This design comes from an exercise in tuning for small area, a short achievable clock period and few clock cycles per item on the open sky130 flow, not from production work.
RTL that was checked went through simulation tests only; none was proved equivalent to the original.
Function not checked in runs 1 and 7: the RTL went through the layout flow alone.
No activity file was given, so power comes from the tool's default toggle rates.

## design/flow/run.sh

```bash
#!/bin/bash
# synth_recipe.tcl (not shown) runs the flow's synth.tcl, then flattens the netlist and writes it again
# the make line also repeats each setting of config.mk as NAME=value (left out here)
make -C /OpenROAD-flow-scripts/flow DESIGN_CONFIG=/design/flow/config.mk WORK_HOME=/design/flow/orfs CLKGATE_MAP_FILE= SYNTH_SCRIPT=/design/flow/synth_recipe.tcl finish
```

## design/flow/config.mk

```make
export PLATFORM = sky130hd
export DESIGN_NAME = huffTreeTop
export DESIGN_NICKNAME = huffTreeTop
export VERILOG_FILES = /design/flow/design.v
export SDC_FILE = /design/flow/constraint.sdc
export NUM_CORES = 4
export LEC_CHECK = 0
export ABC_CLOCK_PERIOD_IN_PS = 8000
export CAP_MARGIN = 20
export CORE_MARGIN = 2
export CORE_UTILIZATION = 40
export PLACE_DENSITY = 0.45
export SLEW_MARGIN = 20
```

## design/flow/constraint.sdc

```tcl
create_clock -name core_clock -period 35.0 [get_ports {Clk_in}]
set_input_delay 7.0000 -clock core_clock [delete_from_list [all_inputs] [get_ports {Clk_in}]]
set_output_delay 7.0000 -clock core_clock [all_outputs]
set_load 0.01 [all_outputs]
```

## design/flow/design.v

```verilog
`timescale 1ns/1ps
module huffTreeTop
(
    input  logic          Clk_in,
    input  logic          n_Rst,
    input  logic          Req,
    output logic          Ack,
    input  logic [89:0]   LeafWeights,
    output logic [119:0]  TreeTable,
    output logic [4:0]    RootRight,
    output logic [4:0]    RootLeft
);
    logic       busy;
    logic [3:0] step;               
    logic [7:0] lw [10];            
    logic [9:0] open;               
    logic [7:0] q [5];              
    logic [2:0] qn;                 
    logic [2:0] qb;                 
    logic [9:0] res [8];
    logic [4:0] rootR;
    logic [4:0] rootL;
    logic [99:0] befN;
    logic [99:0] bef;
    always_comb
    begin
        for (int i = 0; i < 10; i++)
        begin
            for (int j = 0; j < 10; j++)
            begin
                if (i == j)
                begin
                    befN[10*i+j] = 1'b1;
                end
                else if (i < j)
                begin
                    befN[10*i+j] = (LeafWeights[9*i +: 8] <= LeafWeights[9*j +: 8]);
                end
                else
                begin
                    befN[10*i+j] = ~(LeafWeights[9*j +: 8] <= LeafWeights[9*i +: 8]);
                end
            end
        end
    end
    logic [44:0] befR;
    always_comb
    begin
        int n;
        n = 0;
        for (int i = 0; i < 10; i++)
        begin
            for (int j = 0; j < 10; j++)
            begin
                if (i == j)
                begin
                    bef[10*i+j] = 1'b1;
                end
                else if (i < j)
                begin
                    bef[10*i+j] = befR[n];
                    n = n + 1;
                end
            end
        end
        for (int i = 0; i < 10; i++)
        begin
            for (int j = 0; j < i; j++)
            begin
                bef[10*i+j] = ~bef[10*j+i];
            end
        end
    end
    function automatic logic [9:0] headOf(input logic [9:0] r, input logic [99:0] bm);
        logic [9:0] h;
        for (int i = 0; i < 10; i++)
        begin
            h[i] = r[i] & (&(~r | bm[10*i +: 10]));
        end
        headOf = h;
    endfunction
    logic [9:0] h0;
    logic [9:0] h1;
    logic [9:0] open1;
    assign h0    = headOf(open, bef);
    assign open1 = open & ~h0;
    assign h1    = headOf(open1, bef);
    logic [7:0] L0;
    logic [7:0] L1;
    logic [3:0] I0;
    logic [3:0] I1;
    always_comb
    begin
        L0 = '0;
        L1 = '0;
        I0 = '0;
        I1 = '0;
        for (int i = 0; i < 10; i++)
        begin
            L0 = L0 | ({8{h0[i]}} & lw[i]);
            L1 = L1 | ({8{h1[i]}} & lw[i]);
            I0 = I0 | ({4{h0[i]}} & 4'(i));
            I1 = I1 | ({4{h1[i]}} & 4'(i));
        end
    end
    logic hL0;
    logic hL1;
    logic hP0;
    logic hP1;
    logic [7:0] P0;
    logic [7:0] P1;
    assign hL0 = |open;
    assign hL1 = |open1;
    assign hP0 = (qn != 3'd0);
    assign hP1 = (qn > 3'd1);
    assign P0  = q[0];
    assign P1  = q[1];
    logic fL;                       
    logic sL;                       
    assign fL = hL0 & (~hP0 | (L0 <= P0));
    assign sL = fL ? (hL1 & (~hP0 | (L1 <= P0))) : (hL0 & (~hP1 | (L0 <= P1)));
    logic [7:0] sum;
    always_comb
    begin
        if (fL & sL)
        begin
            sum = L0 + L1;
        end
        else if (~fL & ~sL)
        begin
            sum = P0 + P1;
        end
        else
        begin
            sum = L0 + P0;
        end
    end
    logic [4:0] firstIdx;
    logic [4:0] secondIdx;
    assign firstIdx  = fL ? {1'b0, I0} : (5'd10 + 5'(qb));
    assign secondIdx = (fL & sL) ? {1'b0, I1} :
                       (~fL & ~sL) ? (5'd11 + 5'(qb)) :
                       fL ? (5'd10 + 5'(qb)) : {1'b0, I0};
    logic [9:0] used;
    assign used = ((fL | sL) ? h0 : 10'd0) | ((fL & sL) ? h1 : 10'd0);
    logic [1:0] pop;
    assign pop = 2'(!fL) + 2'(!sL);
    logic start;
    assign start = Req & ~busy & ~Ack;
    always_ff @(posedge Clk_in or negedge n_Rst)
    begin
        if (!n_Rst)
        begin
            busy <= 1'b0;
            Ack  <= 1'b0;
        end
        else
        begin
            if (start)
            begin
                busy <= 1'b1;
            end
            else if (busy && step == 4'd8)
            begin
                busy <= 1'b0;
                Ack  <= 1'b1;
            end
            else if (Ack && !Req)
            begin
                Ack <= 1'b0;
            end
        end
    end
    always_ff @(posedge Clk_in)
    begin
        if (!busy)
        begin
            for (int i = 0; i < 10; i++)
            begin
                lw[i] <= LeafWeights[9*i +: 8];
            end
            begin
                int n;
                n = 0;
                for (int i = 0; i < 10; i++)
                begin
                    for (int j = i + 1; j < 10; j++)
                    begin
                        befR[n] <= befN[10*i+j];
                        n = n + 1;
                    end
                end
            end
            open <= '1;
            qn   <= '0;
            qb   <= '0;
            step <= '0;
        end
        else
        begin
            open <= open & ~used;
            for (int m = 0; m < 5; m++)
            begin
                if (3'(m) == qn - 3'(pop))
                begin
                    q[m] <= sum;
                end
                else if (pop == 2'd1)
                begin
                    q[m] <= (m + 1 < 5) ? q[(m + 1) % 5] : 8'd0;
                end
                else if (pop == 2'd2)
                begin
                    q[m] <= (m + 2 < 5) ? q[(m + 2) % 5] : 8'd0;
                end
            end
            qn   <= qn - 3'(pop) + 3'd1;
            qb   <= qb + 3'(pop);
            step <= step + 4'd1;
            for (int k = 0; k < 8; k++)
            begin
                if (step == 4'(k))
                begin
                    res[k] <= {secondIdx, firstIdx};
                end
            end
            if (step == 4'd8)
            begin
                rootR <= firstIdx;
                rootL <= secondIdx;
            end
        end
    end
    always_comb
    begin
        for (int k = 0; k < 8; k++)
        begin
            TreeTable[15*k +: 15] = {5'(10 + k), res[k]};
        end
    end
    assign RootRight = rootR;
    assign RootLeft  = rootL;
endmodule
```

==> results of run 1 <==
flip-flops by register name, indices dropped and copies added, names as in the netlist:
name / cells
res: 80
befR: 45
step: 4
rootL: 5
rootR: 5
qn: 3
open: 10
lw: 80
Ack: 1
q: 40
busy: 1
qb: 3
power groups by stage:
stage                     Sequential, mW  Combinational, mW  Clock [mW]
after global routing               0.606              0.618       0.361
after floorplan                    0.569              0.354           0
after detailed placement           0.603              0.557           0
final                              0.598              0.560       0.338
after global placement             0.604              0.548           0
after CTS                          0.597              0.560       0.343
kinds of logic (layout without fill, tap and decap cells):
family / count (synthesis) / in the layout / share of synthesized area (%)
buffers and inverters: 213 / 401 / 4.62
muxes: 24 / 24 / 1.19
and+or+nand+nor: 502 / 502 / 12.6
xor gates and xnor gates: 15 / 15 / 0.606
AOI/OAI and AO/OA: 624 / 624 / 19.3
DFF: 277 / 277 / 37.4
other: 2 / 40 / 0.0346
adders and majority gates: 417 / 417 / 24.2
worst min path at each step:
| stage | from | to | cells past startpoint | slack, ns |
|---|---|---|---|---|
| 4_1_cts | step[0] | step[0] | 1 | 0.49 |
| 3_3_place_gp | step[0] | step[0] | 1 | 0.46 |
| 5_1_grt | step[0] | step[0] | 1 | 0.54 |
| 2_1_floorplan | busy | open[0] | 1 | 0.44 |
| 3_5_place_dp | step[0] | step[0] | 1 | 0.48 |
| 6_report | step[0] | step[0] | 1 | 0.50 |
stage by stage:
step	util (%)	hold WS, ns
6_report	47.1	0.496
5_1_grt	47.1	0.544
3_5_place_dp	45.1	0.479
3_3_place_gp	45.1	0.461
4_1_cts	47.0	0.494
2_1_floorplan	-	0.445
layout by cell type, fill, tap and decap left out, types with 10 or more instances in the layout:
cell             Yosys  layout
nand2_1             97      97
nand3_1             95      95
ha_1               413     413
a21o_1              64      64
o22ai_1             21      21
o21ai_1             17      17
nand2b_1            59      59
a221oi_1            16      16
o311ai_0            10      10
xnor2_1             11      11
and2_1              19      19
o21a_1              46      46
nor2_1              58      58
clkdlybuf4s50_1      0     173
nor2b_1             55      55
dfxtp_1             20      20
o2111ai_1           12      12
nand4_1             24      24
inv_1              132     132
and3_1              41      41
edfxtp_1           255     255
o21ai_0            173     173
nor3_1              12      11
a22oi_1             35      35
clkbuf_16            0      30
nor4_1              12      11
a21oi_1            122     122
a22o_1              22      22
conb_1               2      40
buf_4               42      32
layout make-up:
type	instances	area, µm²
fill	4971	28400
multi-input combinational	1622	12700
sequential	277	8110
timing repair buffer	205	1970
tap	696	871
clock buffer	38	791
inverter	140	536
clock inverter	18	250
per-layer routing:
metal  up-vias  global-route usage [%]
met5         -                       0
met4         2                    13.6
met3       196                    3.28
met2       702                    48.3
met1      8777                    39.3
li1       8300                       -
==> summary.txt, run 1 <==
Outcome
  – Outcome: no timing/DRC/antenna violations

Pwr
  – Leakage: 10.8 nW
  – Seq pwr share: 40.0%
  – P_sw: 0.596 mW
  – Part of the power in the clock network: about 23%
  – Power consumption: 1.50 mW
  – PwrDens: 59.2 mW/mm²
  – Sw frac: 39.9%
  – Cell internal pwr: 0.899 mW
  – Comb pwr share: 37.4%
  – Max IR drop VDD: approximately 0.042 mV

STA
  – Achievable Freq: 0.108 GHz
  – RSZ-0062 raised after global routing: false
  – Worst Setup Slack, final: 25.75 ns
  – Final Hold Fails: 0
  – Max Slew Vio Count: 0
  – Rel. slew slack: around a quarter
  – Final setup violation count: 0
  – Fin Setup TNS: 0 ns
  – Final min period: 9.25 ns
  – Period Utilization, post-route: 26.4%
  – Worst Clk Skew: about 0.035 ns
  – Worst-Margin Slew: 1.10 ns

Floorplanning
  – Die W: between 200 and 250 µm
  – Num rows: 85
  – Initial Util: 40.4%
  – Die ar.: roughly 0.056 mm²
  – I/O pins: 224
  – Core area: 0.0537 mm²
  – Die Y: 237 µm

Clocking
  – Post-CTS Resized: 0
  – Clk sinks: 277
  – H-tree depth: 1
  – Hold-fix buffers, CTS: 0
  – Clock Pin Slew Worst Setup and Hold Paths: 0.06 ns
  – TritonCTS buffer count: 30
  – CTS tree: done
  – Clk Latency, worst-skew pair: 0.60 ns
  – CTS Buffer Depth: 3
  – Post-CTS Setup Inserts: 0
  – Clock root cell: clkbuf_16

Placed design
  – HPWL Detailed: 62400 µm
  – Cell Area, Placed: 0.0242 mm²
  – Inst Count DP: 2940
  – Dpl ws: 25.15 ns
  – Port Buffers: about 170
  – Routability congestion estimate: 0.965

Routing
  – Drt first pass iters: 6
  – DR WL met2: ~39000 µm
  – DR vias: roughly 18k
  – Final ANT Viol Nets: 0
  – Initial DRC Count: 1565
  – Met3 wire len: 4830 µm
  – Total Wirelength: 84000 µm
  – Post-DR vias/cell: 6.00
  – Max Used Layer: met5
  – Met1 Wirelength: 36500 µm
  – Residual DRC: 0
  – Wire per inst: 28.0 µm

Global route
  – Largest net degree at the start of global routing: 78
  – Grt total ovfl: 0
  – Global-route wire length before repair: 121000 µm
  – GRT Total Usage: 29.5%
  – Number of global-route vias before repair: 17.5k
  – Antenna violations before repair: 1

Yosys
  – Average size of a mapped cell: roughly 10 µm²
  – Synth cell count leaders: 413 x ha_1, 255 x edfxtp_1, 173 x o21ai_0
  – Most frequent cell after synthesis: ha_1
  – Area leader, netlist: edfxtp_1
  – Mapped Area: between 0.02 and 0.025 mm²
  – Synth Instances: 2074
  – Synth area leaders: edfxtp_1 35%, ha_1 24%, o21ai_0 4.0%, a21oi_1 2.8%, inv_1 2.3%
  – Yosys warning count: 4
  – Unique masters post-synth: 85
  – Yosys top cell area share: 35.3%
  – Synth async-reset ratio: 0.722%
  – Synthesis-stage register bit count: 277
  – Sequential area share after synthesis: 37.4%
  – Predominant post-synthesis flop cell: edfxtp_1
  – EDFF count, synth: 255

Final layout
  – Nets@finish: ~2.8k
  – # diodes: 0
  – Layout area overhead: 16.6%
  – Layout cells sized above 1: 6.17%
  – Layout Cells excl Fill: around 3k
  – Final instance area: approximately 0.025 mm²

Critical path
  – Worst setup endpoint: befR[6]
  – Crit Reg-Reg Startpoint: open[4]
  – Slowest stage delay, CP: 1.00 ns
  – R2r worst-path depth: 24
  – Critical Path Start: LeafWeights[1]
  – Endpoint class of the critical path: register
  – Setup CP Type: in -> reg
  – Crit path depth: 9
  – Most frequent CP cell: o21ai_0
  – Worst path buffer plus inverter count: 1
  – CP Max Fanout: 10
  – R2R Setup Slk: 26.54 ns
  – CP max-delay cell: clkdlybuf4s50_1
  – CP delay by family, top: buffers and inverters
  – Required @ worst endpoint: 35.31 ns
  – Critical path cell sequence: clkdlybuf4s50_1, ha_1, nor2b_1, o21a_1, o21ai_0, nand2b_1, a21oi_1, o21ai_0, o21ai_0
  – Element type at the critical path start: input pin
  – RR Endpoint: q[2][0]
  – WP data arrival: 9.56 ns

Run
  – Max Cap Viol: 0

Hold path
  – HP Class: reg -> reg
==> inputs of run 2 (changes only) <==
--- a/design/flow/design.v
+++ b/design/flow/design.v
@@ -22,2 +22,11 @@
     logic [4:0] rootL;
+    function automatic logic le8(input logic [7:0] a, input logic [7:0] b);
+        logic c;
+        c = 1'b1;
+        for (int k = 0; k < 8; k++)
+        begin
+            c = (~a[k] & b[k]) | (~a[k] & c) | (b[k] & c);
+        end
+        le8 = c;
+    endfunction
     logic [99:0] befN;
@@ -36,3 +45,3 @@
                 begin
-                    befN[10*i+j] = (LeafWeights[9*i +: 8] <= LeafWeights[9*j +: 8]);
+                    befN[10*i+j] = le8(LeafWeights[9*i +: 8], LeafWeights[9*j +: 8]);
                 end
@@ -40,3 +49,3 @@
                 begin
-                    befN[10*i+j] = ~(LeafWeights[9*j +: 8] <= LeafWeights[9*i +: 8]);
+                    befN[10*i+j] = ~le8(LeafWeights[9*j +: 8], LeafWeights[9*i +: 8]);
                 end
@@ -119,4 +128,4 @@
     logic sL;                       
-    assign fL = hL0 & (~hP0 | (L0 <= P0));
-    assign sL = fL ? (hL1 & (~hP0 | (L1 <= P0))) : (hL0 & (~hP1 | (L0 <= P1)));
+    assign fL = hL0 & (~hP0 | le8(L0, P0));
+    assign sL = fL ? (hL1 & (~hP0 | le8(L1, P0))) : (hL0 & (~hP1 | le8(L0, P1)));
     logic [7:0] sum;
==> run 2 against run 1 <==
  * Routed wire length down 21%
  * Clock power down 1%
  * Utilization up 0.99 points
  * Via count down 16%
  * Clock skew down 0.0091 ns
  * Critical path depth up 1
  * Largest cell class unchanged
  * Global-route usage down 0.95 points
  * Highest routed layer is now met4
  * Still clean
==> summary.txt, run 2 <==
Yosys
  – Synthesis-stage register bit count: 277 (unchanged)
  – Area leader, netlist: edfxtp_1
  – Synth cell count leaders: 255 x edfxtp_1, 227 x o21ai_0, 131 x maj3_1
  – Yosys top cell area share: 43.5% (+8.2 points)
  – Sequential area share after synthesis: 46.1% (+8.7 points)
  – Predominant post-synthesis flop cell: edfxtp_1
  – Unique masters post-synth: 86 (+1.2%)
  – Yosys warning count: 4 (unchanged)
  – Most frequent cell after synthesis: edfxtp_1
  – Synth area leaders: edfxtp_1 43%, maj3_1 7.4%, o21ai_0 6.5%, a21oi_1 3.5%, mux2i_1 3.0%
  – Mapped Area: 0.0176 mm² (-19%)
  – Average size of a mapped cell: 10.3 µm² (-1.6%)
  – EDFF count, synth: 255 (unchanged)
  – Synth Instances: 1712 (-17%)
  – Synth async-reset ratio: 0.722% (unchanged)

STA
  – Final setup violation count: 0 (unchanged)
  – Achievable Freq: 0.0950 GHz (-12%)
  – Worst Setup Slack, final: 24.48 ns (-1.27 ns)
  – Max Slew Vio Count: 0 (unchanged)
  – RSZ-0062 raised after global routing: false
  – Final Hold Fails: 0 (unchanged)
  – Fin Setup TNS: 0 ns (unchanged)
  – Rel. slew slack: 25.4% (-0.97 points)
  – Worst-Margin Slew: 1.09 ns (-0.0131 ns)
  – Final min period: 10.52 ns (+1.27 ns)
  – Worst Clk Skew: 0.0260 ns (-0.00905 ns)
  – Period Utilization, post-route: 30.1% (+3.6 points)

Critical path
  – Worst path buffer plus inverter count: 2 (+1)
  – Slowest stage delay, CP: 0.76 ns (-0.24 ns)
  – Endpoint class of the critical path: register
  – CP Max Fanout: 10 (unchanged)
  – CP max-delay cell: clkdlybuf4s50_1
  – CP delay by family, top: adder cells
  – Required @ worst endpoint: 35.32 ns (about the same)
  – WP data arrival: 10.84 ns (+1.28 ns)
  – Crit path depth: 10 (+1)
  – Setup CP Type: in -> reg
  – R2R Setup Slk: 26.46 ns (-0.08 ns)
  – Element type at the critical path start: input pin
  – Most frequent CP cell: maj3_1
  – R2r worst-path depth: 22 (-8.3%)
  – RR Endpoint: q[3][6]
  – Critical path cell sequence: clkdlybuf4s50_1, clkinv_1, o21ai_0, a22oi_1, maj3_1, maj3_1, maj3_1, maj3_1, maj3_1, maj3_1
  – Crit Reg-Reg Startpoint: open[7]

Placed design
  – Routability congestion estimate: 0.952 (-1.3%)
  – Port Buffers: 173 (unchanged)
  – HPWL Detailed: 50500 µm (-19%)
  – Dpl ws: 23.87 ns (-1.28 ns)

Global route
  – GRT Total Usage: 28.6% (-0.95 points)
  – Antenna violations before repair: 0 (-1)
  – Largest net degree at the start of global routing: 80 (+2.6%)
  – Grt total ovfl: 0 (unchanged)
  – Number of global-route vias before repair: 15.1k (-14%)
  – Global-route wire length before repair: 96700 µm (-20%)

Routing
  – Final ANT Viol Nets: 0 (unchanged)
  – Met3 wire len: 4580 µm (-5.1%)
  – Post-DR vias/cell: 6.17 (+2.9%)
  – Wire per inst: 27.1 µm (-3.5%)
  – Initial DRC Count: 1768 (+13%)
  – DR vias: 15.2k (-16%)
  – Drt first pass iters: 8 (+2)
  – Total Wirelength: 66500 µm (-21%)
  – DR WL met2: 31200 µm (-19%)
  – Met1 Wirelength: 28000 µm (-23%)
  – Max Used Layer: met4
  – Residual DRC: 0 (unchanged)

Clocking
  – CTS tree: done
  – Hold-fix buffers, CTS: 0 (unchanged)
  – Post-CTS Setup Inserts: 0 (unchanged)
  – TritonCTS buffer count: 30 (unchanged)
  – H-tree depth: 1 (unchanged)
  – Clk Latency, worst-skew pair: 0.58 ns (-0.02 ns)
  – Clock Pin Slew Worst Setup and Hold Paths: 0.06 ns (about the same)
  – Clock root cell: clkbuf_16
  – Clk sinks: 277 (unchanged)
  – CTS Buffer Depth: 3 (unchanged)
  – Post-CTS Resized: 0 (unchanged)

Pwr
  – Leakage: 7.51 nW (-31%)
  – Max IR drop VDD: 0.0379 mV (-9.7%)
  – PwrDens: 68.1 mW/mm² (+15%)

Final layout
  – Utilization after layout: 48.0% (+0.99 points)
  – # diodes: 0 (unchanged)
  – Area occupied by multi-input gates: 0.00847 mm² (-34%)
  – Nets@finish: 1974 (-29%)
  – FF+latch area: 0.00811 mm² (unchanged)
  – Layout cells sized above 1: 6.94% (+0.77 points)
  – Fillers: 4094 (-18%)
  – Layout area overhead: 18.1%
  – Most used cells in the layout excluding fill and tap cells: 255 x edfxtp_1, 227 x o21ai_0, 173 x clkdlybuf4s50_1
  – Most common cell after layout, fill and taps aside: edfxtp_1
  – Top flop regs: lw: 80 flops, res: 80 flops, befR: 45 flops

Floorplanning
  – Die ar.: 0.0457 mm² (-18%)
  – Num rows: 76 (-11%)
  – Core area: 0.0433 mm² (-19%)
  – Die Y: 214 µm (-9.7%)
  – Initial Util: 40.7% (+0.33 points)
  – Die W: 214 µm (-9.7%)
  – I/O pins: 224 (unchanged)

Hold path
  – HP Start: step[0]
  – Worst Hold Path EP: step[0]
  – HP Class: reg -> reg
  – Hold Path Cell Cnt: 1 (unchanged)

Run
  – Max Cap Viol: 0 (unchanged)

Outcome
  – Outcome: no timing/DRC/antenna violations
-- run 2: changes by cell type after synthesis, sizes merged, moves of 41 or more --
| cell | previous run | this run |
|---|---|---|
| a21o | 64 | 7 |
| clkbuf | 16 | 75 |
| ha | 413 | 29 |
| maj3 | 0 | 137 |
| mux2i | 9 | 59 |
| nand2b | 59 | 18 |
| nand3 | 95 | 9 |
| nor2b | 55 | 11 |
-- run 2: through the flow --
step / area (µm²) / std cells / total power, mW / hold slack (ns)
2_1_floorplan: 17700 / 1750 / 0.879 / 0.445
3_3_place_gp: 19700 / 2401 / 1.08 / 0.466
3_5_place_dp: 19700 / 2401 / 1.08 / 0.469
4_1_cts: 20800 / 2457 / 1.42 / 0.485
5_1_grt: 20800 / 2457 / 1.48 / 0.535
6_report: 20800 / 2457 / 1.42 / 0.487
-- run 2: layout make-up --
type,instances,share of cell area (%)
flip-flops and latches,277,39.0
repair buffers,200,9.31
well taps,585,3.52
clock buffers,32,3.65
multi-input cells,1207,40.7
inverters,132,2.40
clock inverters,24,1.40
-- run 2: worst max path at each step --
stage,slack (ns),startpoint,end
detailed placement,23.87,LeafWeights[63],befR[43]
global placement,23.87,LeafWeights[63],befR[43]
floorplan,24.89,LeafWeights[63],befR[43]
CTS,24.47,LeafWeights[63],befR[43]
finish,24.48,LeafWeights[63],befR[43]
global route,24.24,LeafWeights[63],befR[43]
-- run 2: worst register-to-register path: cells and delay by family, from the launching register on --
kind                     cells  cell delay (ns)
AO/OA/AOI/OAI                8             3.98
buffers and inverters        6             1.57
AND/OR/NAND/NOR              4             0.85
flip-flops                   1             0.85
adder cells (fa/ha/maj)      3             0.60
XOR/XNOR                     1             0.31
-- run 2: layer usage --
layer / track usage [%] / vias up
li1: - / 6810
met1: 38.4 / 7445
met2: 47.2 / 750
met3: 3.72 / 166
met4: 10.9 / 0
met5: 0 / -
-- run 2: where the power goes --
group | total (mW) | internal, mW | switching (mW) | leakage (nW)
logic | 0.482 | 0.173 | 0.310 | 4.45
registers | 0.599 | 0.499 | 0.101 | 2.55
clock network | 0.334 | 0.196 | 0.138 | 0.506
total | 1.42 | 0.868 | 0.548 | 7.51
-- run 2: cells by family (layout without fill, tap and decap cells) --
family	Yosys count	after routing	synth area share, %
and+or+nand+nor	283	283	8.58
muxes	61	61	4.00
adders and majority gates	170	170	10.3
other	2	40	0.0427
buffers and inverters	266	388	6.83
xor gates and xnor gates	17	17	0.846
AOI/OAI and AO/OA	636	636	23.3
DFF	277	277	46.1
Testbench counts of run 2, summed over its fixed seeds: cycles 26,392, trees 2,400.
==> inputs of run 3 (changes only) <==
==> design/flow/flow/run.sh (new file) <==
#!/bin/bash
set -euo pipefail
bash standard.sh SETUP_SLACK_MARGIN=27 finish > standard_flow.log 2>&1
==> design/flow/standard.sh (new file) <==
#!/bin/bash
# synth_recipe.tcl (not shown) runs the flow's synth.tcl, then flattens the netlist and writes it again
# the make line also repeats each setting of config.mk as NAME=value (left out here)
make -C /OpenROAD-flow-scripts/flow DESIGN_CONFIG=/design/flow/config.mk WORK_HOME=/design/flow/orfs CLKGATE_MAP_FILE= SYNTH_SCRIPT=/design/flow/synth_recipe.tcl "${@:-finish}"
removed: design/flow/run.sh
==> run 3 against run 2 <==
  * Die area unchanged
  * Still clean
  * Routed wire length up 5.5%
  * Critical endpoint is now befR[44]
  * Cell area up 8.0%
  * Synthesized area unchanged
  * Critical path type unchanged
  * Combinational power up 6.4%
  * Via count up 4.1%
  * Clock power up 8.4%
  * Sequential share of layout area down 2.9 points
  * Largest power group unchanged
  * First-iteration DRC count up 0.74%
  * Sequential power about the same
  * Non-clock buffer count up 56
  * Cell count up 2.5%
==> summary.txt, run 3 <==
Outcome
  – Outcome: no timing/DRC/antenna violations

Critical path
  – Element type at the critical path start: input pin
  – Critical path cell sequence: buf_12, clkinvlp_4, o21ai_2, a22oi_2, maj3_2, maj3_2, maj3_2, maj3_2, maj3_2, maj3_2
  – Setup CP Type: in -> reg
  – Slowest stage delay, CP: 0.34 ns (-0.42 ns)
  – CP max-delay cell: maj3_2
  – WP data arrival: 9.35 ns (-1.49 ns)
  – Endpoint class of the critical path: register
  – CP delay by family, top: adder cells
  – Most frequent CP cell: maj3_2
  – Required @ worst endpoint: 35.31 ns (about the same)
  – CP Max Fanout: 4 (-6)
  – Worst path buffer plus inverter count: 2 (unchanged)

Clocking
  – Hold-fix buffers, CTS: 0 (unchanged)
  – Clk Latency, worst-skew pair: 0.57 ns (about the same)
  – CTS Buffer Depth: 3 (unchanged)
  – Clock root cell: clkbuf_16
  – H-tree depth: 2 (+1)
  – Clock Pin Slew Worst Setup and Hold Paths: 0.06 ns (about the same)
  – TritonCTS buffer count: 34 (+13%)
  – CTS tree: done
  – Clk sinks: 277 (unchanged)

Routing
  – Drt first pass iters: 6 (-2)
  – DR vias: 15.8k (+4.1%)
  – Residual DRC: 0 (unchanged)
  – Initial DRC Count: 1781 (+0.74%)
  – Wire per inst: 27.8 µm (+2.9%)
  – Final ANT Viol Nets: 0 (unchanged)
  – Post-DR vias/cell: 6.27 (+1.6%)
  – Total Wirelength: 70100 µm (+5.5%)

Yosys
  – Mapped Area: 0.0176 mm² (unchanged)
  – Sequential area share after synthesis: 46.1% (unchanged)
  – Synth Area in Simple Gates: 8.58% (unchanged)
  – Synth area leaders: edfxtp_1 43%, maj3_1 7.4%, o21ai_0 6.5%, a21oi_1 3.5%, mux2i_1 3.0%
  – Adder-cell share of the synthesized area: 10.3% (unchanged)
  – Average size of a mapped cell: 10.3 µm² (unchanged)
  – Synth cell count leaders: 255 x edfxtp_1, 227 x o21ai_0, 131 x maj3_1
  – Synthesis-stage register bit count: 277 (unchanged)
  – Most frequent cell after synthesis: edfxtp_1
  – EDFF count, synth: 255 (unchanged)
  – Area leader, netlist: edfxtp_1
  – XOR/XNOR Fraction of Synth Area: 0.846% (unchanged)
  – Post-synthesis mux area share: 4.00% (unchanged)
  – Largest family of logic cells by synthesized area: compound AO/OA/AOI/OAI gates
  – Synth async-reset ratio: 0.722% (unchanged)
  – Yosys top cell area share: 43.5% (unchanged)
  – Yosys warning count: 4 (unchanged)
  – Synth Area in Compound Gates: 23.3% (unchanged)
  – Predominant post-synthesis flop cell: edfxtp_1
  – Unique masters post-synth: 86 (unchanged)
  – Synth Instances: 1712 (unchanged)

Floorplanning
  – Num rows: 76 (unchanged)
  – Initial Util: 40.7% (unchanged)
  – Die Y: 214 µm (unchanged)
  – Die W: 214 µm (unchanged)
  – Die ar.: 0.0457 mm² (unchanged)
  – I/O pins: 224 (unchanged)
  – Core area: 0.0433 mm² (unchanged)

STA
  – Rel. slew slack: 30.5% (+5.1 points)
  – Final setup violation count: 0 (unchanged)
  – Worst-Margin Slew: 1.01 ns (-0.0742 ns)
  – RSZ-0062 raised after global routing: true
  – Worst Clk Skew: 0.0252 ns (-0.000803 ns)
  – Final min period: 9.04 ns (-1.48 ns)
  – Achievable Freq: 0.111 GHz (+16%)
  – Worst Setup Slack, final: 25.96 ns (+1.48 ns)
  – WHS: 0.485 ns (-0.00215 ns)
  – Period Utilization, post-route: 25.8% (-4.2 points)
  – Final Hold Fails: 0 (unchanged)
  – Max Slew Vio Count: 0 (unchanged)
  – Fin Setup TNS: 0 ns (unchanged)

Pwr
  – PwrDens: 65.7 mW/mm² (-3.5%)
  – Comb pwr share: 34.8% (+0.7 points)
  – Leakage: 8.37 nW (+12%)
  – Power consumption: 1.48 mW (+4.2%)
  – Part of the power in the clock network: 24.5% (+0.9 points)
  – Sw frac: 39.6% (+0.90 points)
  – P_sw: 0.585 mW (+6.7%)
  – Max IR drop VDD: 0.0420 mV (+11%)
  – Seq pwr share: 40.7% (-1.6 points)
  – Cell internal pwr: 0.891 mW (+2.7%)

Placed design
  – Port Buffers: 173 (unchanged)
  – Cell Area, Placed: 0.0200 mm² (+1.5%)
  – Routability congestion estimate: 0.963 (+1.2%)
  – Dpl ws: 24.26 ns (+0.392 ns)
  – Inst Count DP: 2397 (-0.17%)
  – HPWL Detailed: 50400 µm (-0.15%)

Hold path
  – HP Class: reg -> reg

Final layout
  – Final instance area: 0.0225 mm² (+8.0%)
  – # diodes: 0 (unchanged)
  – Utilization after layout: 51.9% (+3.8 points)
  – Layout Cells excl Fill: 2518 (+2.5%)
  – Layout area overhead: 27.5%
  – Layout cells sized above 1: 35.2% (+28 points)
  – Top flop regs: lw: 80 flops, res: 80 flops, befR: 45 flops
  – Most common cell after layout, fill and taps aside: edfxtp_1
  – Most used cells in the layout excluding fill and tap cells: 255 x edfxtp_1, 141 x o21ai_1, 133 x maj3_2
  – Nets@finish: 2034 (+3.0%)
  – Fillers: 3845 (-6.1%)

Global route
  – Grt total ovfl: 0 (unchanged)
  – GRT Total Usage: 29.9% (+1.3 points)
  – Global-route wire length before repair: 100000 µm (+3.5%)
  – Number of global-route vias before repair: 15.4k (+2.0%)
  – Largest net degree at the start of global routing: 72 (-10%)
  – Antenna violations before repair: 0 (unchanged)

Run
  – Max Cap Viol: 0 (unchanged)
-- run 3: cell counts after synthesis --
No cell type changed its count.
-- run 3: worst register-to-register path: cells and delay by family (launching register included) --
kind                       cells  cell delay [ns]
adders and majority gates      3             0.84
AOI/OAI and AO/OA              9             3.00
DFF                            1             0.82
buffers and inverters          7             1.58
and+or+nand+nor                4             1.20
-- run 3: layout make-up --
| cell class | count | area (µm²) | area share (%) |
|---|---|---|---|
| Clock inverter | 23 | 277 | 1.23 |
| Tap cell | 585 | 732 | 3.26 |
| Timing Repair Buffer | 256 | 2250 | 10.0 |
| Multi-Input combinational cell | 1207 | 9650 | 43.0 |
| Clock buffer | 38 | 866 | 3.86 |
| Inverter | 132 | 567 | 2.52 |
| Sequential cell | 277 | 8110 | 36.1 |
-- run 3: per-layer routing --
| layer | track usage [%] | vias to the layer above | wire [µm] |
|---|---|---|---|
| li1 | - | 6984 | - |
| met1 | 40.0 | 7635 | 29000 |
| met2 | 47.5 | 947 | 32000 |
| met3 | 5.65 | 233 | 5570 |
| met4 | 12.9 | 0 | 3470 |
| met5 | 0 | - | 0 |
-- run 3: worst paths after layout --
| check | slack (ns) | cells past startpoint | to | startpoint |
|---|---|---|---|---|
| max | 25.96 | 10 | befR[44] | LeafWeights[72] |
| min | 0.49 | 1 | step[0] | step[0] |
| max reg2reg | 27.19 | 23 | q[0][0] | open[8] |
| min reg2reg | 0.49 | 1 | step[0] | step[0] |
| max in group asynchronous | 28.29 | 1 | Ack | n_Rst |
| min in group asynchronous | 6.59 | 1 | busy | n_Rst |
-- run 3: cell families after synthesis --
logic type | count (synthesis)
xor+xnor | 17
buf+inv | 266
fa+ha+maj | 170
compound gates | 636
other cells | 2
simple gates | 283
flops | 277
mux | 61
-- run 3: what timing repair did --
item / 4_1_cts / 5_1_grt
endpoints found under the setup margin: 176 / 176
hold endpoints to repair: 0 / 0
pin swaps: 133 / 116
gates resized for setup: 809 / 118
gates cloned: 1 / 1
setup buffers: 46 / 12
-- run 3: power groups by stage --
| stage | combinational [mW] | clock, mW | sequential [mW] |
|---|---|---|---|
| floorplan | 0.330 | 0 | 0.562 |
| detailed placement | 0.487 | 0 | 0.600 |
| global route | 0.552 | 0.383 | 0.607 |
| finish | 0.513 | 0.362 | 0.601 |
| CTS | 0.494 | 0.368 | 0.594 |
| global placement | 0.485 | 0 | 0.602 |
==> inputs of run 4 (changes only) <==
--- a/design/flow/design.v
+++ b/design/flow/design.v
@@ -24,4 +24,6 @@
         logic c;
+        logic lt;
+        logic eq;
         c = 1'b1;
-        for (int k = 0; k < 8; k++)
+        for (int k = 0; k < 4; k++)
         begin
@@ -29,3 +31,10 @@
         end
-        le8 = c;
+        lt = 1'b0;
+        eq = 1'b1;
+        for (int k = 7; k >= 4; k--)
+        begin
+            lt = lt | (eq & ~a[k] & b[k]);
+            eq = eq & ~(a[k] ^ b[k]);
+        end
+        le8 = lt | (eq & c);
     endfunction
==> run 4 against run 3 <==
  * Flip-flop and latch count unchanged
  * Synthesized area increased by 3.3%
  * Die area rose by 3.2%
  * Non-clock buffer count is 13 higher
  * First-iteration DRC count increased by 0.84%
  * Clock power fell by 6.9%
  * Register-to-register slack gained 0.13 ns
  * Critical path type unchanged
  * Critical endpoint is now befR[11]
  * Largest cell class unchanged
==> summary.txt, run 4 <==
Outcome
  – Outcome: no timing/DRC/antenna violations

Yosys
  – Unique masters post-synth: 97 (+13%)
  – Synth cell count leaders: 255 x edfxtp_1, 149 x a21oi_1, 141 x o21ai_0
  – Synth async-reset ratio: 0.722% (unchanged)
  – Synth area leaders: edfxtp_1 42%, ha_1 5.3%, maj3_1 5.1%, a21oi_1 4.1%, o21ai_0 3.9%
  – Area leader, netlist: edfxtp_1
  – Yosys top cell area share: 42.1% (-1.4 points)
  – Sequential area share after synthesis: 44.6% (-1.5 points)
  – Average size of a mapped cell: 10.2 µm² (-1.2%)
  – EDFF count, synth: 255 (unchanged)
  – Synth Instances: 1790 (+4.6%)
  – Mapped Area: 0.0182 mm² (+3.3%)
  – Yosys warning count: 4 (unchanged)
  – Most frequent cell after synthesis: edfxtp_1
  – Predominant post-synthesis flop cell: edfxtp_1
  – Synthesis-stage register bit count: 277 (unchanged)

Floorplanning
  – Core area: 0.0451 mm² (+4.2%)
  – Die ar.: 0.0472 mm² (+3.2%)
  – Die Y: 217 µm (+1.6%)
  – Num rows: 78 (+2.6%)
  – Die W: 217 µm (+1.6%)
  – I/O pins: 224 (unchanged)
  – Initial Util: 40.3% (-0.36 points)

STA
  – Achievable Freq: 0.114 GHz (+3.4%)
  – Final Hold Fails: 0 (unchanged)
  – Rel. slew slack: 26.6% (-3.9 points)
  – Period Utilization, post-route: 25.0% (-0.84 points)
  – Fin Setup TNS: 0 ns (unchanged)
  – Worst Setup Slack, final: 26.25 ns (+0.294 ns)
  – Worst Clk Skew: 0.0174 ns (-0.00775 ns)
  – Max Slew Vio Count: 0 (unchanged)
  – Final min period: 8.75 ns (-0.294 ns)
  – WHS: 0.480 ns (-0.00510 ns)
  – RSZ-0062 raised after global routing: true
  – Final setup violation count: 0 (unchanged)
  – Worst-Margin Slew: 1.09 ns (+0.0795 ns)

Pwr
  – Sw frac: 43.8% (+4.1 points)
  – PwrDens: 78.3 mW/mm² (+19%)
  – Max IR drop VDD: 0.0733 mV (+74%)
  – Power consumption: 1.79 mW (+22%)
  – Leakage: 8.94 nW (+6.8%)
  – Seq pwr share: 37.3% (-3.4 points)
  – Cell internal pwr: 1.01 mW (+13%)
  – Comb pwr share: 44.0% (+9.2 points)
  – Part of the power in the clock network: 18.8% (-5.7 points)
  – P_sw: 0.785 mW (+34%)

Final layout
  – Utilization after layout: 50.8% (-1.0 points)
  – Layout Cells excl Fill: 2614 (+3.8%)
  – Most common cell after layout, fill and taps aside: edfxtp_1
  – # diodes: 0 (unchanged)
  – Area occupied by multi-input gates: 0.0101 mm² (+4.7%)
  – FF+latch area: 0.00811 mm² (about the same)
  – Nets@finish: 2164 (+6.4%)
  – Most used cells in the layout excluding fill and tap cells: 255 x edfxtp_1, 122 x nand2_1, 96 x buf_2
  – Final instance area: 0.0229 mm² (+2.1%)
  – Top flop regs: lw: 80 flops, res: 80 flops, befR: 45 flops
  – Layout area overhead: 26.1%
  – Layout cells sized above 1: 32.5% (-2.7 points)
  – Fillers: 4186 (+8.9%)

Run
  – Max Cap Viol: 0 (unchanged)

Global route
  – Number of global-route vias before repair: 15.9k (+3.0%)
  – Largest net degree at the start of global routing: 78 (+8.3%)
  – Antenna violations before repair: 0 (unchanged)
  – Global-route wire length before repair: 105000 µm (+4.7%)
  – Grt total ovfl: 0 (unchanged)
  – GRT Total Usage: 29.9% (about the same)

Clocking
  – H-tree depth: 2 (unchanged)
  – Hold-fix buffers, CTS: 0 (unchanged)
  – TritonCTS buffer count: 34 (unchanged)
  – CTS Buffer Depth: 3 (unchanged)
  – CTS tree: done
  – Clk sinks: 277 (unchanged)
  – Clock root cell: clkbuf_16
  – Clk Latency, worst-skew pair: 0.53 ns (-0.04 ns)
  – Clock Pin Slew Worst Setup and Hold Paths: 0.06 ns (about the same)

Hold path
  – HP Class: reg -> reg

Critical path
  – CP Max Fanout: 7 (+3)
  – Element type at the critical path start: input pin
  – WP data arrival: 9.03 ns (-0.32 ns)
  – Endpoint class of the critical path: register
  – Required @ worst endpoint: 35.28 ns (-0.03 ns)
  – Setup CP Type: in -> reg

Placed design
  – Port Buffers: 173 (unchanged)
  – Inst Count DP: 2472 (+3.1%)
  – HPWL Detailed: 53000 µm (+5.1%)
  – Routability congestion estimate: 0.935 (-3.0%)
  – Dpl ws: 24.56 ns (+0.291 ns)
  – Cell Area, Placed: 0.0205 mm² (+2.1%)

Routing
  – Wire per inst: 27.8 µm (-0.31%)
  – Residual DRC: 0 (unchanged)
  – Post-DR vias/cell: 6.23 (-0.69%)
  – DR vias: 16.3k (+3.1%)
  – Initial DRC Count: 1796 (+0.84%)
  – Drt first pass iters: 6 (unchanged)
  – Total Wirelength: 72600 µm (+3.5%)
  – Final ANT Viol Nets: 0 (unchanged)
run 4: cell count changes after synthesis, sizes merged, moves of 14 or more:
cell    change
and4       +17
o21ai      -78
nand2      +55
a21o       +50
a22oi      +17
ha         +48
maj3       -42
mux2i      -43
inv        -17
o22ai      +31
o211ai     -14
a21oi      +28
buf        +20
nor4       -21
run 4: layout make-up:
class | count | share of cell area, %
Multi-Input combinational cell | 1285 | 44.1
Clock buffer | 39 | 3.97
Sequential cell | 277 | 35.4
Inverter | 122 | 2.54
Clock inverter | 21 | 0.688
Timing Repair Buffer | 269 | 10.0
Tap cell | 600 | 3.27
Timing Repair inverter | 1 | 0.0218
run 4: critical path, stage by stage:
cell     delay (ns)
buf_16         0.13
nor2_4         0.13
a22oi_2        0.09
maj3_2         0.33
maj3_2         0.32
maj3_2         0.33
o21ai_2        0.07
o21ai_1        0.10
maj3_2         0.37
a21o_1         0.16
run 4: cells by family (layout without fill, tap and decap cells):
group | count (synthesis) | in the layout | synth area share (%)
AOI/OAI and AO/OA | 669 | 669 | 24.9
xor gates and xnor gates | 19 | 19 | 0.915
adders and majority gates | 176 | 176 | 11.0
buffers and inverters | 266 | 452 | 6.90
DFF | 277 | 277 | 44.6
muxes | 16 | 16 | 0.991
other | 2 | 40 | 0.0413
and+or+nand+nor | 365 | 365 | 10.7
run 4: power by group through the flow:
stage	sequential (mW)	combinational, mW	clock, mW
2_1_floorplan	0.625	0.532	0
3_3_place_gp	0.673	0.762	0
3_5_place_dp	0.671	0.769	0
4_1_cts	0.663	0.770	0.343
5_1_grt	0.675	0.860	0.357
6_report	0.669	0.789	0.337
run 4: path summary, 6_finish.rpt:
| check | startpoint | endpoint | slack (ns) | depth (start not counted) |
|---|---|---|---|---|
| max | LeafWeights[37] | befR[11] | 26.25 | 10 |
| min | step[0] | step[0] | 0.48 | 1 |
| max reg2reg | open[3] | q[3][2] | 27.32 | 21 |
| min reg2reg | step[0] | step[0] | 0.48 | 1 |
| max in group asynchronous | n_Rst | Ack | 28.24 | 1 |
| min in group asynchronous | n_Rst | busy | 6.63 | 1 |
run 4: metal layers:
metal  share of wire [%]  up-vias  wire [µm]  global-route usage (%)
met5                   0        -          0                       0
met4                 4.0        0       2930                    11.2
met3                 7.0      202       5050                    4.10
met2                  48      843      34700                    50.0
met1                  41     7979      29900                    39.4
li1                    -     7264          -                       -
run 4: what timing repair did:
| item | 4_1_cts | 5_1_grt |
|---|---|---|
| endpoints found under the hold margin | 0 | 0 |
| gates cloned | 2 | 0 |
| pin swaps | 127 | 126 |
| endpoints found under the setup margin | 176 | 208 |
| gates resized for setup | 787 | 164 |
| setup buffers | 40 | 39 |
Testbench counts of run 4, summed over its fixed seeds: cycles 26,392, trees 2,400.
==> inputs of run 5 (changes only) <==
--- a/design/flow/config.mk
+++ b/design/flow/config.mk
@@ -11,2 +11,3 @@
 export CORE_UTILIZATION = 40
+export CTS_BUF_LIST = sky130_fd_sc_hd__clkbuf_4 sky130_fd_sc_hd__clkbuf_8
 export PLACE_DENSITY = 0.45
==> run 5 against run 4 <==
  * Still clean
  * Die area did not move
  * Via count grew 0.64%
  * Sequential power barely moved
  * Setup slack better by 0.11 ns
  * Clock power down 5%
  * Critical path type unchanged
  * Critical endpoint unchanged
  * Largest cell class unchanged
==> summary.txt, run 5 <==
Pwr
  – Leakage: 8.98 nW (+0.40%)
  – Max IR drop VDD: 0.0729 mV (-0.59%)
  – PwrDens: 77.4 mW/mm² (-1.2%)

Floorplanning
  – Core area: 0.0451 mm² (unchanged)
  – Die ar.: 0.0472 mm² (unchanged)
  – Die W: 217 µm (unchanged)
  – Initial Util: 40.3% (unchanged)
  – Die Y: 217 µm (unchanged)
  – Num rows: 78 (unchanged)
  – I/O pins: 224 (unchanged)

Yosys
  – EDFF count, synth: 255 (unchanged)
  – Predominant post-synthesis flop cell: edfxtp_1
  – Mapped Area: 0.0182 mm² (unchanged)
  – Unique masters post-synth: 97 (unchanged)
  – Largest family of logic cells by synthesized area: compound AO/OA/AOI/OAI gates
  – Adder-cell share of the synthesized area: 11.0% (unchanged)
  – Most frequent cell after synthesis: edfxtp_1
  – Post-synthesis mux area share: 0.991% (unchanged)
  – Yosys warning count: 4 (unchanged)
  – Synth Area in Simple Gates: 10.7% (unchanged)
  – Synth area leaders: edfxtp_1 42%, ha_1 5.3%, maj3_1 5.1%, a21oi_1 4.1%, o21ai_0 3.9%
  – XOR/XNOR Fraction of Synth Area: 0.915% (unchanged)
  – Synth async-reset ratio: 0.722% (unchanged)
  – Synth Area in Compound Gates: 24.9% (unchanged)
  – Synth Instances: 1790 (unchanged)
  – Yosys top cell area share: 42.1% (unchanged)
  – Average size of a mapped cell: 10.2 µm² (unchanged)
  – Sequential area share after synthesis: 44.6% (unchanged)
  – Area leader, netlist: edfxtp_1
  – Synth cell count leaders: 255 x edfxtp_1, 149 x a21oi_1, 141 x o21ai_0
  – Synthesis-stage register bit count: 277 (unchanged)

Critical path
  – Critical path cell sequence: buf_16, nor2_4, a22oi_2, maj3_2, maj3_2, maj3_2, o21ai_2, o21ai_1, maj3_2, a21o_1
  – WP data arrival: 9.00 ns (-0.03 ns)
  – Crit Reg-Reg Startpoint: befR[22]
  – Crit path depth: 10 (unchanged)
  – Element type at the critical path start: input pin
  – Endpoint class of the critical path: register
  – R2r worst-path depth: 22 (+4.8%)
  – Setup CP Type: in -> reg
  – CP delay by family, top: adder cells
  – CP max-delay cell: maj3_2
  – Critical Path Start: LeafWeights[37]
  – RR Endpoint: q[3][1]
  – Worst setup endpoint: befR[11]
  – Worst path buffer plus inverter count: 1 (unchanged)
  – Most frequent CP cell: maj3_2
  – Required @ worst endpoint: 35.37 ns (+0.09 ns)
  – R2R Setup Slk: 27.27 ns (-0.05 ns)
  – Slowest stage delay, CP: 0.36 ns (about the same)
  – CP Max Fanout: 5 (-2)

Clocking
  – Hold-fix buffers, CTS: 0 (unchanged)
  – Clock Pin Slew Worst Setup and Hold Paths: 0.06 ns (about the same)
  – Clk Latency, worst-skew pair: 0.62 ns (+0.09 ns)
  – H-tree depth: 2 (unchanged)
  – CTS Buffer Depth: 3 (unchanged)
  – CTS tree: done
  – TritonCTS buffer count: 50 (+47%)
  – Clk sinks: 277 (unchanged)
  – Clock root cell: clkbuf_8

Placed design
  – HPWL Detailed: 53000 µm (unchanged)
  – Routability congestion estimate: 0.935 (unchanged)
  – Port Buffers: 173 (unchanged)

STA
  – Final setup violation count: 0 (unchanged)
  – Period Utilization, post-route: 24.7% (-0.33 points)
  – Final Hold Fails: 0 (unchanged)
  – Rel. slew slack: 32.6% (+6.1 points)
  – Max Slew Vio Count: 0 (unchanged)
  – Worst Clk Skew: 0.0276 ns (+0.0102 ns)
  – Worst-Margin Slew: 0.982 ns (-0.110 ns)
  – Achievable Freq: 0.116 GHz (+1.3%)
  – Final min period: 8.63 ns (-0.114 ns)
  – Fin Setup TNS: 0 ns (unchanged)
  – RSZ-0062 raised after global routing: true

Routing
  – Initial DRC Count: 1811 (+0.84%)
  – Post-DR vias/cell: 6.20 (-0.47%)
  – Wire per inst: 27.5 µm (-1.0%)
  – Final ANT Viol Nets: 0 (unchanged)
  – Drt first pass iters: 6 (unchanged)
  – DR vias: 16.4k (+0.64%)
  – Residual DRC: 0 (unchanged)
  – Total Wirelength: 72600 µm (about the same)

Global route
  – GRT Total Usage: 30.0% (+0.098 points)
  – Global-route wire length before repair: 105000 µm (+0.32%)
  – Grt total ovfl: 0 (unchanged)
  – Antenna violations before repair: 0 (unchanged)
  – Largest net degree at the start of global routing: 78 (unchanged)
  – Number of global-route vias before repair: 16.0k (+0.63%)

Final layout
  – Most common cell after layout, fill and taps aside: edfxtp_1
  – Most used cells in the layout excluding fill and tap cells: 255 x edfxtp_1, 120 x nand2_1, 96 x buf_2
  – Utilization after layout: 50.9% (+0.067 points)
  – # diodes: 0 (unchanged)
  – Nets@finish: 2175 (+0.51%)
  – Layout cells sized above 1: 33.5% (+1.1 points)
  – Top flop regs: lw: 80 flops, res: 80 flops, befR: 45 flops
  – Layout area overhead: 26.3%

Hold path
  – HP Class: reg -> reg

Outcome
  – Outcome: no timing/DRC/antenna violations

Run
  – Max Cap Viol: 0 (unchanged)
==> run 5: cell types whose count changed in the layout (fill, tap and decap cells not counted), sizes merged, moves of 3 or more <==
cell / previous run / this run
clkbuf: 44 / 79
buf: 217 / 209
bufbuf: 0 / 3
clkdlybuf4s15: 12 / 8
inv: 103 / 99
dlygate4sd2: 8 / 11
==> run 5: cell type report <==
type / count / area, µm²
flip-flops and latches: 277 / 8120
fillers: 4184 / 22100
clock inverters: 22 / 186
well taps: 600 / 751
inverters: 122 / 583
multi-input cells: 1285 / 10100
clock buffers: 72 / 866
repair buffers: 265 / 2320
==> run 5: worst min path at each step <==
stage | cells after the start | slack [ns] | end | start
after floorplan | 1 | 0.44 | step[0] | step[0]
after global placement | 1 | 0.46 | step[0] | step[0]
after detailed placement | 1 | 0.47 | step[0] | step[0]
after CTS | 1 | 0.48 | step[0] | step[0]
after global routing | 1 | 0.55 | step[0] | step[0]
final | 1 | 0.48 | step[0] | step[0]
==> run 5: where the power goes <==
part / internal (mW) / leakage [nW] / total, mW / switching [mW]
Combinational: 0.260 / 5.86 / 0.789 / 0.528
Sequential: 0.553 / 2.56 / 0.668 / 0.115
Clock: 0.182 / 0.558 / 0.319 / 0.137
==> run 5: through the flow <==
step	area (µm²)	setup WS, ns	std cells	hold slack (ns)	power (mW)
floorplan	18900	25.95	1828	0.445	1.16
global placement	20500	24.53	2472	0.462	1.44
detailed placement	20500	24.56	2472	0.470	1.44
CTS	22000	26.35	2610	0.484	1.76
global route	23000	26.35	2643	0.554	1.88
finish	23000	26.37	2643	0.480	1.78
==> run 5: metal layers <==
metal  vias to the layer above  global-route usage, %  wire length [µm]
met5                         -                      0                 0
met4                         0                   11.3              2910
met3                       197                   4.56              5240
met2                       874                   50.1             34600
met1                      8006                   39.3             29900
li1                       7315                      -                 -
==> run 5: worst reg2reg max path, cell delays in order (launching register included) <==
cell and delay, ns:
edfxtp_1 0.52, a22oi_1 0.25, and3_1 0.57, a21o_1 0.44, o22ai_1 0.18, a2111oi_2 0.44
buf_4 0.24, and2_1 0.42, a22oi_1 0.11, and4_1 0.26, ha_1 0.35, o2111ai_1 0.10
nand3_1 0.15, o211ai_4 0.22, nand2_2 0.35, inv_4 0.48, ha_1 0.24, inv_1 0.05
fa_1 0.38, xor2_1 0.50, ha_2 0.55, nor2_1 0.11, nor2_2 0.45
==> run 5: logic make-up after synthesis <==
family | count (synthesis)
and+or+nand+nor | 365
buffers and inverters | 266
adders and majority gates | 176
AOI/OAI and AO/OA | 669
xor gates and xnor gates | 19
other | 2
DFF | 277
muxes | 16
==> run 5: repair_timing <==
action                     4_1_cts  5_1_grt
gates cloned                     3        1
buffers inserted                41       31
hold endpoints to repair         0        0
setup endpoints to repair      176      204
pin swaps                      112      136
resized for setup              757      185
==> inputs of run 6 (changes only) <==
--- a/design/flow/config.mk
+++ b/design/flow/config.mk
@@ -7,3 +7,3 @@
 export LEC_CHECK = 0
-export ABC_CLOCK_PERIOD_IN_PS = 8000
+export ABC_AREA = 1
 export CAP_MARGIN = 20
@@ -11,3 +11,2 @@
 export CORE_UTILIZATION = 40
-export CTS_BUF_LIST = sky130_fd_sc_hd__clkbuf_4 sky130_fd_sc_hd__clkbuf_8
 export PLACE_DENSITY = 0.45
==> run 6 against run 5 <==
  * Sequential share of layout area is 0.81 points lower
  * Largest power group unchanged
  * Critical endpoint is now TreeTable[37]
  * Worst hold slack improved by 0.012 ns
  * Still clean on timing, DRC and antenna
  * Cell count up 24%
  * Clock power is 5% higher
==> summary.txt, run 6 <==
Hold path
  – HP Class: reg -> reg

Clocking
  – Clock root cell: clkbuf_16
  – Clk Latency, worst-skew pair: 0.56 ns (-0.06 ns)
  – Clk sinks: 277 (unchanged)
  – Clock Pin Slew Worst Setup and Hold Paths: 0.06 ns (about the same)
  – TritonCTS buffer count: 34 (-32%)
  – Hold-fix buffers, CTS: 0 (unchanged)
  – CTS Buffer Depth: 3 (unchanged)
  – CTS tree: done
  – H-tree depth: 2 (unchanged)

Critical path
  – CP delay by family, top: flip-flops
  – Element type at the critical path start: register
  – Slowest stage delay, CP: 0.38 ns (+0.02 ns)
  – CP max-delay cell: edfxtp_1
  – Worst path buffer plus inverter count: 1 (unchanged)
  – Required @ worst endpoint: 28.00 ns (-7.37 ns)
  – Critical path cell sequence: buf_2
  – WP data arrival: 1.10 ns (-7.90 ns)
  – Endpoint class of the critical path: output port
  – Setup CP Type: reg -> out
  – CP Max Fanout: 1 (-4)

Floorplanning
  – Core area: 0.0476 mm² (+5.7%)
  – Initial Util: 40.4% (+0.10 points)
  – Die W: 223 µm (+2.9%)
  – Num rows: 80 (+2.6%)
  – Die Y: 223 µm (+2.9%)
  – I/O pins: 224 (unchanged)
  – Die ar.: 0.0499 mm² (+5.8%)

Placed design
  – Routability congestion estimate: 0.938 (+0.33%)
  – HPWL Detailed: 56600 µm (+6.8%)
  – Dpl ws: 25.30 ns (+0.746 ns)
  – Port Buffers: 173 (unchanged)
  – Inst Count DP: 3146 (+27%)

STA
  – Worst Setup Slack, final: 26.90 ns (+0.538 ns)
  – Max Slew Vio Count: 0 (unchanged)
  – RSZ-0062 raised after global routing: true
  – Rel. slew slack: 26.6% (-6.0 points)
  – Final setup violation count: 0 (unchanged)
  – Final Hold Fails: 0 (unchanged)
  – Worst-Margin Slew: 1.10 ns (+0.115 ns)
  – Period Utilization, post-route: 23.1% (-1.5 points)
  – Final min period: 8.10 ns (-0.538 ns)
  – Achievable Freq: 0.124 GHz (+6.6%)
  – Worst Clk Skew: 0.0225 ns (-0.00512 ns)
  – Fin Setup TNS: 0 ns (unchanged)

Global route
  – Largest net degree at the start of global routing: 70 (-10%)
  – Global-route wire length before repair: 110000 µm (+4.9%)
  – Grt total ovfl: 0 (unchanged)
  – GRT Total Usage: 29.7% (-0.31 points)
  – Number of global-route vias before repair: 16.9k (+5.6%)
  – Antenna violations before repair: 2 (+2)

Yosys
  – Average size of a mapped cell: 7.86 µm² (-23%)
  – Synth area leaders: edfxtp_1 40%, nand2_1 12%, inv_1 6.5%, ha_1 5.0%, nand3_1 5.0%
  – Unique masters post-synth: 59 (-39%)
  – Most frequent cell after synthesis: nand2_1
  – Predominant post-synthesis flop cell: edfxtp_1
  – Synth Area in Compound Gates: 15.3% (-9.6 points)
  – Synth async-reset ratio: 0.722% (unchanged)
  – Synth Instances: 2452 (+37%)
  – Yosys top cell area share: 39.8% (-2.4 points)
  – Yosys warning count: 4 (unchanged)
  – Synth Area in Simple Gates: 24.8% (+14 points)
  – Adder-cell share of the synthesized area: 5.47% (-5.5 points)
  – Post-synthesis mux area share: 0% (-0.99 points)
  – EDFF count, synth: 255 (unchanged)
  – Largest family of logic cells by synthesized area: simple AND/OR/NAND/NOR gates
  – XOR/XNOR Fraction of Synth Area: 0.500% (-0.42 points)
  – Synth cell count leaders: 616 x nand2_1, 335 x inv_1, 255 x edfxtp_1
  – Sequential area share after synthesis: 42.1% (-2.5 points)
  – Area leader, netlist: edfxtp_1
  – Synthesis-stage register bit count: 277 (unchanged)
  – Mapped Area: 0.0193 mm² (+5.9%)

Pwr
  – Leakage: 10.6 nW (+18%)
  – Power consumption: 1.67 mW (-5.9%)
  – Max IR drop VDD: 0.0405 mV (-44%)
  – PwrDens: 71.2 mW/mm² (-8.0%)

Routing
  – Wire per inst: 23.4 µm (-15%)
  – Total Wirelength: 76400 µm (+5.2%)
  – Drt first pass iters: 5 (-1)
  – Initial DRC Count: 1838 (+1.5%)
  – Final ANT Viol Nets: 0 (unchanged)
  – Post-DR vias/cell: 5.65 (-8.9%)
  – Residual DRC: 0 (unchanged)
  – DR vias: 18.5k (+13%)

Run
  – Max Cap Viol: 0 (unchanged)

Final layout
  – Most used cells in the layout excluding fill and tap cells: 614 x nand2_1, 304 x inv_1, 255 x edfxtp_1
  – Layout area overhead: 21.9%
  – Utilization after layout: 49.3% (-1.7 points)
  – Most common cell after layout, fill and taps aside: nand2_1
  – Nets@finish: 2797 (+29%)
  – Top flop regs: lw: 80 flops, res: 80 flops, befR: 45 flops
  – Layout Cells excl Fill: 3265 (+24%)
  – Layout cells sized above 1: 21.6% (-12 points)
  – Fillers: 4714 (+13%)

Outcome
  – Outcome: no timing/DRC/antenna violations
## run 6: cell types whose count changed after synthesis, sizes merged, moves of 19 or more
cell,before,now
nand2b,30,0
nand2,129,650
o21ai,157,191
nor2,60,184
a31oi,14,49
a221oi,5,37
and4,19,0
a22oi,66,0
a21oi,152,32
a21o,57,1
inv,105,346
maj3,95,1
nand3,18,198
## run 6: what timing repair did
action,4_1_cts,5_1_grt
gates cloned,5,2
gates resized for setup,880,116
buffers inserted,43,6
setup endpoints to repair,136,132
pin swaps,72,68
## run 6: final cells by class
class                   instances  area [µm²]  area share [%]
repair inverters                4        32.5           0.139
flip-flops and latches        277        8110            34.5
repair buffers                242        1960            8.34
multi-input cells            1693        9890            42.2
well taps                     615         769            3.28
diodes                          1        2.50          0.0107
clock buffers                  42         901            3.84
inverters                     371        1650            7.02
clock inverters                20         159           0.677
## run 6: cells by family (layout without fill, tap and decap cells)
family | Yosys count | in the layout
adder cells (fa/ha/maj) | 82 | 82
AO/OA/AOI/OAI | 475 | 475
AND/OR/NAND/NOR | 1085 | 1085
flip-flops | 277 | 277
other | 2 | 41
buffers and inverters | 520 | 679
XOR/XNOR | 11 | 11
## run 6: path summary, 6_finish.rpt
path	start	endpoint	slack [ns]	cells after the start
max in group asynchronous	n_Rst	busy	28.25	1
min in group asynchronous	n_Rst	Ack	6.62	1
hold / removal	step[0]	step[0]	0.49	1
setup / recovery	res[2][7]	TreeTable[37]	26.90	1
setup reg to reg	open[6]	q[2][1]	27.67	25
hold reg to reg	step[0]	step[0]	0.49	1
## run 6: per-stage QoR
step	area [µm²]	hold WS, ns
finish	23500	0.493
CTS	23100	0.500
global route	23500	0.527
global placement	21400	0.466
floorplan	19800	0.445
detailed placement	21400	0.485
## run 6: layer usage
metal  vias up  part of all wire [%]  wire length [µm]  global-route usage, %
met2       886                    47             36000                   49.0
li1       8650                     -                 -                      -
met1      8770                    43             32500                   40.1
met3       145                   6.4              4880                   3.25
met5         -                     0                 0                      0
met4         0                   4.0              3090                   11.5
## run 6: where the power goes
part | total (mW) | internal, mW | leakage (nW) | switching [mW]
logic | 0.741 | 0.209 | 7.48 | 0.532
clock network | 0.335 | 0.187 | 0.527 | 0.148
registers | 0.595 | 0.539 | 2.59 | 0.0556
==> inputs of run 7 (changes only) <==
--- a/design/flow/design.v
+++ b/design/flow/design.v
@@ -139,18 +139,8 @@
     assign sL = fL ? (hL1 & (~hP0 | le8(L1, P0))) : (hL0 & (~hP1 | le8(L0, P1)));
+    logic [7:0] firstW;
+    logic [7:0] secondW;
     logic [7:0] sum;
-    always_comb
-    begin
-        if (fL & sL)
-        begin
-            sum = L0 + L1;
-        end
-        else if (~fL & ~sL)
-        begin
-            sum = P0 + P1;
-        end
-        else
-        begin
-            sum = L0 + P0;
-        end
-    end
+    assign firstW  = fL ? L0 : P0;
+    assign secondW = (fL & sL) ? L1 : (~fL & ~sL) ? P1 : fL ? P0 : L0;
+    assign sum     = firstW + secondW;
     logic [4:0] firstIdx;
--- a/design/flow/config.mk
+++ b/design/flow/config.mk
@@ -7,3 +7,3 @@
 export LEC_CHECK = 0
-export ABC_AREA = 1
+export ABC_CLOCK_PERIOD_IN_PS = 8000
 export CAP_MARGIN = 20
@@ -11,2 +11,3 @@
 export CORE_UTILIZATION = 40
+export CTS_BUF_LIST = sky130_fd_sc_hd__clkbuf_4 sky130_fd_sc_hd__clkbuf_8
 export PLACE_DENSITY = 0.45
==> run 7 against run 6 <==
  * Still clean
  * Sequential share of layout area rose by 1.2 points
  * Clock power barely moved
  * Via count fell by 11%
  * Cell area fell by 3.3%
  * Combinational power rose by 14%
  * Synthesized area fell by 7.5%
  * Utilization rose by 2.2 points
  * Sequential power rose by 12%
  * Critical path type is now in -> reg
  * Largest power group unchanged
  * Highest routed layer unchanged
==> summary.txt, run 7 <==
Outcome
  – Outcome: no timing/DRC/antenna violations

Yosys
  – Predominant post-synthesis flop cell: edfxtp_1
  – Unique masters post-synth: 85 (+44%)
  – Sequential area share after synthesis: 45.5% (+3.4 points)
  – Yosys top cell area share: 43.0% (+3.2 points)
  – Synth area leaders: edfxtp_1 43%, maj3_1 5.1%, ha_1 4.9%, o21ai_0 4.3%, a21oi_1 4.0%
  – Yosys warning count: 4 (unchanged)
  – Synth async-reset ratio: 0.722% (unchanged)
  – Most frequent cell after synthesis: edfxtp_1
  – Synth cell count leaders: 255 x edfxtp_1, 152 x o21ai_0, 143 x a21oi_1
  – Synthesis-stage register bit count: 277 (unchanged)
  – Area leader, netlist: edfxtp_1
  – Average size of a mapped cell: 10.0 µm² (+28%)
  – EDFF count, synth: 255 (unchanged)
  – Mapped Area: 0.0178 mm² (-7.5%)
  – Synth Instances: 1776 (-28%)

Floorplanning
  – Die Y: 215 µm (-3.8%)
  – Die W: 215 µm (-3.8%)
  – Num rows: 77 (-3.8%)
  – Initial Util: 40.4% (-0.061 points)
  – Core area: 0.0441 mm² (-7.4%)

STA
  – Final Hold Fails: 0 (unchanged)
  – Fin Setup TNS: 0 ns (unchanged)
  – Final setup violation count: 0 (unchanged)
  – Final min period: 8.62 ns (+0.528 ns)
  – Achievable Freq: 0.116 GHz (-6.1%)
  – Worst-Margin Slew: 1.20 ns (+0.103 ns)
  – Rel. slew slack: 19.7% (-6.9 points)
  – Period Utilization, post-route: 24.6% (+1.5 points)
  – Max Slew Vio Count: 0 (unchanged)

Routing
  – Initial DRC Count: 1671 (-9.1%)
  – Drt first pass iters: 7 (+2)
  – DR vias: 16.4k (-11%)
  – Total Wirelength: 71400 µm (-6.5%)
  – Residual DRC: 0 (unchanged)
  – Final ANT Viol Nets: 0 (unchanged)

Clocking
  – TritonCTS buffer count: 48 (+41%)
  – Hold-fix buffers, CTS: 0 (unchanged)
  – CTS tree: done
  – H-tree depth: 2 (unchanged)
  – Clk Latency, worst-skew pair: 0.65 ns (+0.09 ns)
  – Clock root cell: clkbuf_8
  – CTS Buffer Depth: 3 (unchanged)
  – Clock Pin Slew Worst Setup and Hold Paths: 0.07 ns (about the same)

Final layout
  – Most common cell after layout, fill and taps aside: edfxtp_1
  – Layout cells sized above 1: 32.9% (+11 points)
  – Top flop regs: lw: 80 flops, res: 80 flops, befR: 45 flops
  – Final instance area: 0.0227 mm² (-3.3%)
  – Utilization after layout: 51.5% (+2.2 points)

Pwr
  – Leakage: 8.88 nW (-16%)
  – Max IR drop VDD: 0.0519 mV (+28%)

Critical path
  – CP delay by family, top: adder cells
  – CP Max Fanout: 2 (+1)
  – Slowest stage delay, CP: 0.35 ns (-0.03 ns)
  – Worst path buffer plus inverter count: 2 (+1)
  – Required @ worst endpoint: 35.36 ns (+7.36 ns)
  – Element type at the critical path start: input pin
  – Setup CP Type: in -> reg
  – WP data arrival: 8.98 ns (+7.88 ns)
  – Critical path cell sequence: buf_12, clkinv_8, nand2_2, maj3_2, maj3_2, a21oi_2, a21oi_2, maj3_2, o21ai_1, o21ai_1, maj3_2, a21o_1
  – CP max-delay cell: maj3_2

Placed design
  – HPWL Detailed: 51700 µm (-8.5%)
  – Cell Area, Placed: 0.0203 mm² (-4.8%)
  – Port Buffers: 173 (unchanged)
  – Routability congestion estimate: 0.975 (+3.9%)

Hold path
  – HP Class: reg -> reg

Global route
  – Antenna violations before repair: 1 (-1)
  – Number of global-route vias before repair: 16.1k (-5.0%)
  – GRT Total Usage: 30.1% (+0.40 points)
  – Grt total ovfl: 0 (unchanged)

Run
  – Max Cap Viol: 0 (unchanged)
-- run 7: what timing repair did --
| item | CTS | global route |
|---|---|---|
| gates cloned | 2 | 1 |
| setup endpoints to repair | 209 | 194 |
| pin swaps | 111 | 126 |
| resized for setup | 806 | 130 |
| setup buffers | 46 | 23 |
-- run 7: per-stage QoR --
step	power, mW	setup WS, ns	hold slack (ns)	cells
2_1_floorplan	1.17	25.94	0.445	1814
3_3_place_gp	1.46	24.76	0.467	2468
3_5_place_dp	1.46	24.69	0.484	2469
4_1_cts	1.81	26.37	0.499	2606
5_1_grt	1.95	26.32	0.520	2631
6_report	1.84	26.38	0.499	2631
-- run 7: worst paths after layout --
kind	from	endpoint	slack, ns	cells past startpoint
max in group asynchronous	n_Rst	busy	28.34	1
min reg2reg	step[0]	step[0]	0.50	1
max	LeafWeights[54]	befR[35]	26.38	12
max reg2reg	open[0]	q[3][5]	27.24	27
min in group asynchronous	n_Rst	Ack	6.54	1
min	step[0]	step[0]	0.50	1
-- run 7: metal layers --
| layer | routed length (µm) | track usage, % | part of all wire (%) |
|---|---|---|---|
| met1 | 29000 | 38.7 | 41 |
| met2 | 33600 | 50.2 | 47 |
| met3 | 5390 | 4.76 | 7.5 |
| met4 | 3500 | 13.1 | 4.9 |
| met5 | 0 | 0 | 0 |
-- run 7: logic make-up after synthesis --
logic type               after synthesis  share of synthesized area (%)
XOR/XNOR                              11                          0.541
other                                  2                         0.0422
adder cells (fa/ha/maj)              165                           10.4
flip-flops                           277                           45.5
AND/OR/NAND/NOR                      375                           10.7
multiplexers                          39                           2.19
buffers and inverters                256                           6.51
AO/OA/AOI/OAI                        651                           24.0
-- run 7: layout make-up --
type | count | area [µm²]
tap | 592 | 741
antenna | 1 | 2.50
fill | 4106 | 21400
multi-input combinational | 1281 | 9900
sequential | 277 | 8120
clock inverter | 23 | 268
timing repair buffer | 275 | 2330
inverter | 116 | 529
clock buffer | 66 | 821
-- run 7: power by group --
part	total, mW	switching, mW	internal (mW)
Clock	0.332	0.140	0.192
Combinational	0.844	0.556	0.288
Sequential	0.669	0.109	0.560
Total	1.84	0.805	1.04

Re-timed with assumed drivers on the ports (clkbuf_16 on the clock, buf_2 on other inputs), run 7 has 26.386 ns of setup slack against 26.376 ns with ideal ports, and 25.712 ns once port delays also move by the mid clock arrival of 0.674 ns.
